What follows belongs to an exercise in optimizing a design on an open flow for small area, a short achievable clock period and few clock cycles; a production flow would make more cautious choices.

== try-harbor ==
Design routing_table_reader, start of the top module:
module routing_table_reader
#(
    parameter int ADDR_W      = 16,
    parameter int HOST_IDX_W  = 6,
    parameter int SWITCH_ID_W = 4
) (
    input  logic                    clk,
    input  logic                    rst_n,
    output logic [ADDR_W-1:0]       mem_addr,
    input  logic [WORD_W-1:0]       mem_data,
    input  logic                    load_req,
    output logic                    load_ack,
    output logic                    tables_valid,
    output logic                    parse_error,
    input  logic                    host_req,
    input  logic [HOST_IDX_W-1:0]   host_index,
    output logic                    host_ack,
    output logic                    host_found,
    output logic [HOST_ENTRY_W-1:0] host_entry,
    input  logic                    path_req,
    input  logic [SWITCH_ID_W-1:0]  src_switch,
    input  logic [SWITCH_ID_W-1:0]  dst_switch,
    output logic                    path_ack,
    output logic [PATH_ENTRY_W-1:0] path_entry
);
    localparam int HW = ADDR_W - 3;
    localparam logic [3:0] S_IDLE = 4'd0,
                           S_PA   = 4'd1,
                           S_RD   = 4'd2,
                           S_ACK  = 4'd3,
                           S_L1   = 4'd4,
                           S_L2   = 4'd5,
  ...
Size: ~890 cells after synthesis, ~360 I/O pins, roughly 10000 sq um of cells after synthesis.
==> flow/config.mk <==
export PLATFORM = sky130hd
export DESIGN_NAME = routing_table_reader
export DESIGN_NICKNAME = routing_table_reader
export VERILOG_FILES = /design/flow/design.v
export SDC_FILE = /design/flow/constraint.sdc
export NUM_CORES = 4
export LEC_CHECK = 0
export CAP_MARGIN = 20
export CORE_MARGIN = 2
export CORE_UTILIZATION = 30
export SETUP_SLACK_MARGIN = 4.4
export SLEW_MARGIN = 20
==> flow/constraint.sdc <==
create_clock -name core_clock -period 8.0 [get_ports {clk}]
set_input_delay 1.6000 -clock core_clock [delete_from_list [all_inputs] [get_ports {clk}]]
set_output_delay 1.6000 -clock core_clock [all_outputs]
set_load 0.01 [all_outputs]
standard.sh (not shown) runs the stock make flow with config.mk's settings and CLKGATE_MAP_FILE= SYNTH_SCRIPT=/design/flow/synth_recipe.tcl, a recipe that flattens the netlist after the stock synthesis.
==> flow/flow/run.sh <==
#!/bin/bash
# Standard synthesis, then the standard layout with plain buffers on the ports
# and a clock tree without dummy loads.
set -euo pipefail
bash standard.sh synth > synth.log 2>&1
export BUFFER_PORTS_ARGS="-buffer_cell sky130_fd_sc_hd__buf_1"
export CTS_ARGS="-sink_clustering_enable -repair_clock_nets -dont_use_dummy_load"
bash standard.sh finish > layout.log 2>&1
### try-harbor -> try-onyx
--- a/flow/design.v
+++ b/flow/design.v
@@ -57,36 +57,36 @@
     logic          a0;
     logic [3:0]    s_nx;        
     logic          b_one0, b_two0, b_neg0, b_one1, b_two1, b_s3;
     logic          hc_big;      
     logic [5:0]    hc_lo;       
     logic [HW-1:0] pbase;       
     logic [HW-1:0] kmul;        
     logic          slot0;
     logic [31:0]   slot_a, slot_b, slot_c;
     logic [15:0]   slot_d;
     logic          found;
-    logic          src_zero;
     logic [7:0]    host_base;
     logic [HW-1:0] row_off;
     logic [HW-1:0] mac;
     logic          ahi_mac;
     logic [HW-1:0] ahi_oth;
+    logic          m_cin;
     logic [HW-1:0] m_pp0, m_q1, m_pp1, m_pp2, m_s1, m_c1, m_s2, m_c2;
     assign found     = hc_big || (host_index < hc_lo);
     assign host_base = 8'(host_index) * 8'd3 + ((state == S_IDLE) ? 8'd4 : 8'd2);
-    assign src_zero  = (src_switch == '0);
-    assign row_off   = pbase + HW'(dst_switch) * HW'(3) + HW'(src_zero);
+    assign row_off   = pbase + HW'(dst_switch) * HW'(3);
     assign m_pp0 = (({HW{b_one0}} & kmul) | ({HW{b_two0}} & (kmul << 1))) ^ {HW{b_neg0}};
     assign m_q1  = (({HW{b_one1}} & kmul) | ({HW{b_two1}} & (kmul << 1))) ^ {HW{b_s3}};
-    assign m_pp1 = {m_q1[HW-3:0], b_neg0, !b_neg0};
+    assign m_cin = (state != S_PA);
+    assign m_pp1 = {m_q1[HW-3:0], m_cin && b_neg0, m_cin ^ b_neg0};
     assign m_pp2 = ({HW{b_s3}} & (kmul << 4)) | {{(HW-3){1'b0}}, b_s3, 2'b00};
     assign m_s1  = ahi ^ m_pp0 ^ m_pp1;
     assign m_c1  = ((ahi & m_pp0) | (ahi & m_pp1) | (m_pp0 & m_pp1)) << 1;
     assign m_s2  = m_s1 ^ m_c1 ^ m_pp2;
     assign m_c2  = ((m_s1 & m_c1) | (m_s1 & m_pp2) | (m_c1 & m_pp2)) << 1;
     assign mac   = m_s2 + m_c2;
     assign mem_addr = {ahi, a0, 2'b00};
     always_comb begin
         case (state)
             S_IDLE:       s_nx = src_switch;
             S_L2, S_L6:   s_nx = 4'd3;
@@ -147,23 +147,23 @@
                         host_found <= found;
                         if (found) begin
                             ph    <= 3'd1;
                             state <= S_RD;
                         end else begin
                             host_ack <= 1'b1;
                             state    <= S_ACK;
                         end
                     end else if (path_req) begin
                         sel_host <= 1'b0;
                         ph       <= 3'd0;
-                        state    <= src_zero ? S_RD : S_PA;
+                        state    <= (src_switch == '0) ? S_RD : S_PA;
                     end
                 end
                 S_PA: begin
                     ph    <= 3'd0;
                     state <= S_RD;
                 end
                 S_RD: begin
                     if (ph == 3'd5) begin
                         host_ack <= sel_host;
                         path_ack <= !sel_host;
                         state    <= S_ACK;
@@ -222,23 +222,23 @@
                 end
                 default: state <= S_IDLE;
             endcase
         end
     end
     always_ff @(posedge clk) begin
         if (state == S_L2) begin
             hc_big <= |mem_data[31:6];
             hc_lo  <= mem_data[5:0];
         end
         if (state == S_L5) begin
-            pbase <= ahi;
+            pbase <= mac;
         end
         if (state == S_L2 || state == S_L6) begin
             kmul <= mem_data[HW-1:0];
         end else if (state == S_L8) begin
             kmul <= ahi;
         end
         if (state == S_RD) begin
             if (ph == 3'd1) slot0 <= mem_data[0];
             if (sel_host ? (ph == 3'd3) : (ph == 3'd2)) slot_a <= mem_data;
             if (sel_host ? (ph == 3'd4) : (ph == 3'd3)) slot_b <= mem_data;
             if (sel_host ? (ph == 3'd5) : (ph == 3'd4)) slot_c <= mem_data;
==> notes.md <==
After detailed routing, try-harbor needs less wire than try-onyx. Going from try-harbor to try-onyx, placement-stage worst setup slack grew by 0.14 ns; standard cell area after detailed placement went up; ratio of cells with drive above 1 in the final layout higher; number of non-filler instances in the completed layout increased 1.7%. Going from try-harbor to try-onyx, largest driver fanout on the critical path rose by 4, via count shows an increase of 150, xor-xnor portion of the synthesized cell area lower. Compared with try-harbor, in try-onyx post-route cell area up 2.3%, die outline area went up 320 sq um.
Function was not checked in any run of this note: the RTL went through the layout flow alone.

what the ideal ports hide:
No port has a modelled driver above. Below, the same layouts with a new extraction and two added sets of constraints. Step 1 (the two cells are an assumption about what drives the block):
set clk [get_ports {clk}]
set_driving_cell -lib_cell sky130_fd_sc_hd__clkbuf_16 $clk
set_driving_cell -lib_cell sky130_fd_sc_hd__buf_2 [delete_from_list [all_inputs] $clk]
Step 2 times the ports against the registers' clock, not the clock port: input delays grow and output delays shrink by t, the midpoint of the rising clock arrivals with the driver on. a / b / c = ideal / step 1 / step 2; a / b = the first two.
| run | t, ns | slack for setup (ns) | worst setup path at the end | slew at the worst register clock pin (ns) |
|---|---|---|---|---|
| try-harbor | 0.466 | 4.286 / 4.275 / 3.809 | input to register | 0.08 / 0.08 |
| try-onyx | 0.468 | 4.407 / 4.381 / 4.056 | input to register | 0.07 / 0.07 |
After both steps every run listed still meets setup and hold. For try-harbor, which loses most, drivers alone change the setup slack by -0.011 ns; drivers and shift together by -0.477 ns.
